Background: an optimization exercise with open tools, aiming at small area. Do not read the settings as production practice. At most, simulation tests tie the RTL to the original design; equivalence was not proved. Power figures rest on the tool's default switching activity, not on a simulated workload.

## the baseline
==> module mcbsp_rx, before the edit <==
module mcbsp_rx (
  input  logic                mcbsp0_slaver_clkx,
  input  logic                cfg_rst,
  input  logic                fsx,
  input  logic                mosi,
  output dsp_link_pkg::word_t rx_word_n,   
  output logic                rx_valid
);
  typedef logic [dsp_link_pkg::BIT_CNT_W-1:0] cnt_t;
  dsp_link_pkg::rx_state_t state;
  cnt_t                    bit_cnt;   
  always_ff @(posedge mcbsp0_slaver_clkx) begin
    rx_word_n <= {rx_word_n[dsp_link_pkg::WORD_W-2:0], ~mosi};
  end
  always_ff @(posedge mcbsp0_slaver_clkx or posedge cfg_rst) begin
    if (cfg_rst) begin
      state    <= dsp_link_pkg::RX_IDLE;
      bit_cnt  <= '0;
      rx_valid <= 1'b0;
    end else begin
      rx_valid <= 1'b0;
      case (state)
        dsp_link_pkg::RX_IDLE: begin
          if (fsx) begin   
            state   <= dsp_link_pkg::RX_SHIFT;
            bit_cnt <= '0;
          end
        end
        dsp_link_pkg::RX_SHIFT: begin
          bit_cnt <= bit_cnt + cnt_t'(1);
          if (int'(bit_cnt) == dsp_link_pkg::WORD_W - 2) begin   
            state    <= dsp_link_pkg::RX_IDLE;
            rx_valid <= 1'b1;
          end
        end
        default: state <= dsp_link_pkg::RX_IDLE;
      endcase
    end
  end
endmodule
==> module tx_frame_buffer, before the edit <==
module tx_frame_buffer (
  input  logic                    mcbsp0_slaver_clkx,
  input  logic                    cfg_rst,
  input  logic                    arm,
  input  dsp_link_pkg::word_t     rx_word_n,   
  input  logic                    rx_valid,
  input  dsp_link_pkg::buf_addr_t read_addr,
  output dsp_link_pkg::word_t     send_data,
  output logic                    tx_send_start
);
  localparam int NW = dsp_link_pkg::FRAME_WORDS;
  dsp_link_pkg::word_t ring0 [0:NW-1];
  dsp_link_pkg::word_t ring1 [0:NW-1];
  dsp_link_pkg::word_t hold_word;
  logic [4:0] phase;        
  logic [4:0] phase_nx;
  logic [4:0] wr_idx;       
  logic       wr_bank;      
  logic       pend;         
  logic       send_en;
  logic       wr_en;
  logic       ins;
  logic [5:0] wr_sum;
  logic [5:0] rd_sum;
  assign wr_en    = send_en && rx_valid;
  assign phase_nx = (phase == 5'(NW - 1)) ? 5'd0 : phase + 5'd1;
  assign wr_sum   = {1'b0, wr_idx} + {1'b0, phase};
  assign ins      = pend && ((wr_sum == 6'(NW - 1)) || (wr_sum == 6'(2 * NW - 1)));
  always_ff @(posedge mcbsp0_slaver_clkx or posedge cfg_rst) begin
    if (cfg_rst) begin
      send_en <= 1'b0;
    end else if (tx_send_start) begin   
      send_en <= 1'b0;
    end else if (arm) begin
      send_en <= 1'b1;
    end
  end
  always_ff @(posedge mcbsp0_slaver_clkx or posedge cfg_rst) begin
    if (cfg_rst) begin
      phase         <= '0;
      wr_idx        <= '0;
      wr_bank       <= 1'b0;
      pend          <= 1'b0;
      tx_send_start <= 1'b0;
    end else begin
      phase         <= phase_nx;
      tx_send_start <= wr_en && (wr_idx == 5'(NW - 1));
      if (wr_en) begin
        pend <= 1'b1;
      end else if (ins) begin
        pend <= 1'b0;
        if (wr_idx == 5'(NW - 1)) begin   
          wr_idx  <= '0;
          wr_bank <= ~wr_bank;
        end else begin
          wr_idx <= wr_idx + 5'd1;
        end
      end
    end
  end
  always_ff @(posedge mcbsp0_slaver_clkx) begin
    for (int k = 1; k < NW; k++) begin
      ring0[k] <= ring0[k-1];
      ring1[k] <= ring1[k-1];
    end
    ring0[0] <= (ins && !wr_bank) ? hold_word : ring0[NW-1];
    ring1[0] <= (ins &&  wr_bank) ? hold_word : ring1[NW-1];
    if (wr_en) begin
      hold_word <= rx_word_n;
    end
  end
  logic [2*NW:0] rd_sel;      
  logic [4:0]    rd_pos;
  logic          rd_bank;
  logic          rd_hold;
  assign rd_sum = {1'b0, read_addr[4:0]} + {1'b0, phase_nx};
  always_ff @(posedge mcbsp0_slaver_clkx) begin
    rd_pos  <= (rd_sum >= 6'(NW)) ? 5'(rd_sum - 6'(NW)) : rd_sum[4:0];
    rd_bank <= read_addr[5];
    rd_hold <= pend && (read_addr == {wr_bank, wr_idx});
  end
  always_comb begin
    for (int k = 0; k < NW; k++) begin
      rd_sel[k]      = !rd_hold && !rd_bank && (rd_pos == 5'(k));
      rd_sel[NW + k] = !rd_hold &&  rd_bank && (rd_pos == 5'(k));
    end
    rd_sel[2*NW] = rd_hold;
  end
  dsp_link_pkg::word_t src [0:2*NW];
  logic [13:0]         grp_n [0:dsp_link_pkg::WORD_W-1];
  always_comb begin
    for (int k = 0; k < NW; k++) begin
      src[k]      = ring0[k];
      src[NW + k] = ring1[k];
    end
    src[2*NW] = hold_word;
  end
  for (genvar b = 0; b < dsp_link_pkg::WORD_W; b++) begin : g_bit
    for (genvar g = 0; g < 13; g++) begin : g_grp
      dsp_aoi222 u_aoi (
        .a1 (rd_sel[3*g]),     .a2 (src[3*g][b]),
        .b1 (rd_sel[3*g + 1]), .b2 (src[3*g + 1][b]),
        .c1 (rd_sel[3*g + 2]), .c2 (src[3*g + 2][b]),
        .y  (grp_n[b][g])
      );
    end
    dsp_aoi22 u_aoi_last (
      .a1 (rd_sel[39]), .a2 (src[39][b]),
      .b1 (rd_sel[40]), .b2 (src[40][b]),
      .y  (grp_n[b][13])
    );
    assign send_data[b] = &grp_n[b];
  end
endmodule
clock: 5.0 ns
lec_check: 0
cap_margin: 20
core_margin: 2
core_utilization: 60
place_density: 0.7
slew_margin: 20
synth_hierarchical: 1
standard.sh (not shown) runs the stock make flow with config.mk's settings and CLKGATE_MAP_FILE= SYNTH_SCRIPT=/design/flow/synth_recipe.tcl, a recipe that flattens the netlist after the stock synthesis.
==> flow/flow/run.sh <==
#!/bin/bash
# The standard layout, with two changes: the port buffers are buf_1 cells, and
# clock tree synthesis uses clkbuf_8 buffers in clusters of at most 18 sinks,
# without dummy loads.
set -euo pipefail
cd "$(dirname "$0")/.."
export BUFFER_PORTS_ARGS="-buffer_cell sky130_fd_sc_hd__buf_1"
export CTS_ARGS="-sink_clustering_enable -repair_clock_nets -dont_use_dummy_load -buf_list sky130_fd_sc_hd__clkbuf_8 -sink_clustering_size 18 -sink_clustering_max_diameter 60"
bash standard.sh > standard.log 2>&1
> inputs changed (the baseline -> the candidate)
-- flow/design.v --
<<< the baseline, line 41
    rx_word_n <= {rx_word_n[dsp_link_pkg::WORD_W-2:0], ~mosi};
  end
  always_ff @(posedge mcbsp0_slaver_clkx or posedge cfg_rst) begin
    if (cfg_rst) begin
      state    <= dsp_link_pkg::RX_IDLE;
      bit_cnt  <= '0;
      rx_valid <= 1'b0;
    end else begin
>>> the candidate, line 41
    rx_word_n <= {rx_word_n[dsp_link_pkg::WORD_W-2:0], ~mosi};
  end
  always_ff @(posedge mcbsp0_slaver_clkx) begin
    if (state == dsp_link_pkg::RX_IDLE) begin
      bit_cnt <= '0;
    end else begin
      bit_cnt <= bit_cnt + cnt_t'(1);
    end
  end
  always_ff @(posedge mcbsp0_slaver_clkx or posedge cfg_rst) begin
    if (cfg_rst) begin
      state    <= dsp_link_pkg::RX_IDLE;
      rx_valid <= 1'b0;
    end else begin
<<< the baseline, line 51
        dsp_link_pkg::RX_IDLE: begin
          if (fsx) begin   
            state   <= dsp_link_pkg::RX_SHIFT;
            bit_cnt <= '0;
          end
        end
        dsp_link_pkg::RX_SHIFT: begin
          bit_cnt <= bit_cnt + cnt_t'(1);
          if (int'(bit_cnt) == dsp_link_pkg::WORD_W - 2) begin   
            state    <= dsp_link_pkg::RX_IDLE;
>>> the candidate, line 57
        dsp_link_pkg::RX_IDLE: begin
          if (fsx) begin   
            state <= dsp_link_pkg::RX_SHIFT;
          end
        end
        dsp_link_pkg::RX_SHIFT: begin
          if (int'(bit_cnt) == dsp_link_pkg::WORD_W - 2) begin   
            state    <= dsp_link_pkg::RX_IDLE;
<<< the baseline, line 254
    end
  end
  always_ff @(posedge mcbsp0_slaver_clkx) begin
    for (int k = 1; k < NW; k++) begin
>>> the candidate, line 258
    end
  end
  logic ins0, ins0_n, ins1, ins1_n;
  assign ins0   = ins && !wr_bank;
  assign ins1   = ins &&  wr_bank;
  assign ins0_n = ~ins0;
  assign ins1_n = ~ins1;
  for (genvar b = 0; b < dsp_link_pkg::WORD_W; b++) begin : g_in
    dsp_ring_in u_in0 (
      .clk (mcbsp0_slaver_clkx), .s (ins0), .s_n (ins0_n),
      .a (ring0[NW-1][b]), .b (hold_word[b]), .q (ring0[0][b])
    );
    dsp_ring_in u_in1 (
      .clk (mcbsp0_slaver_clkx), .s (ins1), .s_n (ins1_n),
      .a (ring1[NW-1][b]), .b (hold_word[b]), .q (ring1[0][b])
    );
  end
  always_ff @(posedge mcbsp0_slaver_clkx) begin
    for (int k = 1; k < NW; k++) begin
<<< the baseline, line 259
      ring1[k] <= ring1[k-1];
    end
    ring0[0] <= (ins && !wr_bank) ? hold_word : ring0[NW-1];
    ring1[0] <= (ins &&  wr_bank) ? hold_word : ring1[NW-1];
    if (wr_en) begin
      hold_word <= rx_word_n;
>>> the candidate, line 278
      ring1[k] <= ring1[k-1];
    end
    if (wr_en) begin
      hold_word <= rx_word_n;
<<< the baseline, line 269
  logic          rd_bank;
  logic          rd_hold;
  assign rd_sum = {1'b0, read_addr[4:0]} + {1'b0, phase_nx};
  always_ff @(posedge mcbsp0_slaver_clkx) begin
    rd_pos  <= (rd_sum >= 6'(NW)) ? 5'(rd_sum - 6'(NW)) : rd_sum[4:0];
    rd_bank <= read_addr[5];
    rd_hold <= pend && (read_addr == {wr_bank, wr_idx});
  end
  always_comb begin
    for (int k = 0; k < NW; k++) begin
      rd_sel[k]      = !rd_hold && !rd_bank && (rd_pos == 5'(k));
      rd_sel[NW + k] = !rd_hold &&  rd_bank && (rd_pos == 5'(k));
    end
    rd_sel[2*NW] = rd_hold;
>>> the candidate, line 286
  logic          rd_bank;
  logic          rd_hold;
  logic          rd_hold_nx;
  assign rd_sum = {1'b0, read_addr[4:0]} + {1'b0, phase_nx};
  assign rd_hold_nx = pend && (read_addr == {wr_bank, wr_idx});
  always_ff @(posedge mcbsp0_slaver_clkx) begin
    rd_pos  <= rd_hold_nx ? 5'd31 :
               (rd_sum >= 6'(NW)) ? 5'(rd_sum - 6'(NW)) : rd_sum[4:0];
    rd_bank <= read_addr[5];
    rd_hold <= rd_hold_nx;
  end
  always_comb begin
    for (int k = 0; k < NW; k++) begin
      rd_sel[k]      = !rd_bank && (rd_pos == 5'(k));
      rd_sel[NW + k] =  rd_bank && (rd_pos == 5'(k));
    end
    rd_sel[2*NW] = rd_hold;
<<< the baseline, line 319
);
  assign y = ~((a1 & a2) | (b1 & b2));
endmodule
module dsp_fpga_data (
>>> the candidate, line 339
);
  assign y = ~((a1 & a2) | (b1 & b2));
endmodule
module dsp_ring_in (
  input  logic clk,
  input  logic s, s_n,   
  input  logic a, b,
  output logic q
);
  always_ff @(posedge clk) begin
    q <= (s & b) | (s_n & a);
  end
endmodule
module dsp_fpga_data (
### Flow results
The final layouts of the baseline and the candidate pass the timing, DRC and antenna checks.
On effective utilization at floorplan, the lower figure sits with the baseline, not the candidate.
Row flip-flop and latch share of the layout cell area: the candidate higher / the baseline lower
Compared with the baseline, the candidate shows portion of the clock cycle consumed by the worst path in the final layout lower by 2.1 points.
Between the baseline and the candidate, final cell count without fillers decreased.
Total number of tap cells (the candidate vs. the baseline) decreases slightly
The candidate ends up with a total track usage that is 0.19 points higher than in the baseline.
Delta (the candidate minus the baseline): switching power of the nets decreased about 1.5%, wire length roughly the same.
Function not checked in the candidate: the RTL went through the layout flow alone.

port drivers added, routing unchanged:
The flow's constraints put no driver on any port. The routed layouts listed below were extracted and timed again, unchanged, in two steps.
Step 1: set_driving_cell puts a clkbuf_16 on mcbsp0_slaver_clkx and a buf_2 on each other input, an assumption about the parent block.
Step 2 also shifts input and output timing later by t, the mid clock arrival at the registers, as if the neighbouring blocks saw the same clock.
Slacks: no drivers / after step 1 / after step 2; pairs: no drivers / after step 1.
run	t, ns	slack for setup (ns)	slew at the worst register clock pin (ns)	pins driven straight from the clock port
the baseline	0.774	0.064 / -0.003 / 0.771	0.11 / 0.11	1
the candidate	0.770	0.169 / 0.101 / 0.871	0.11 / 0.11	1
After both steps every run listed still meets setup and hold.
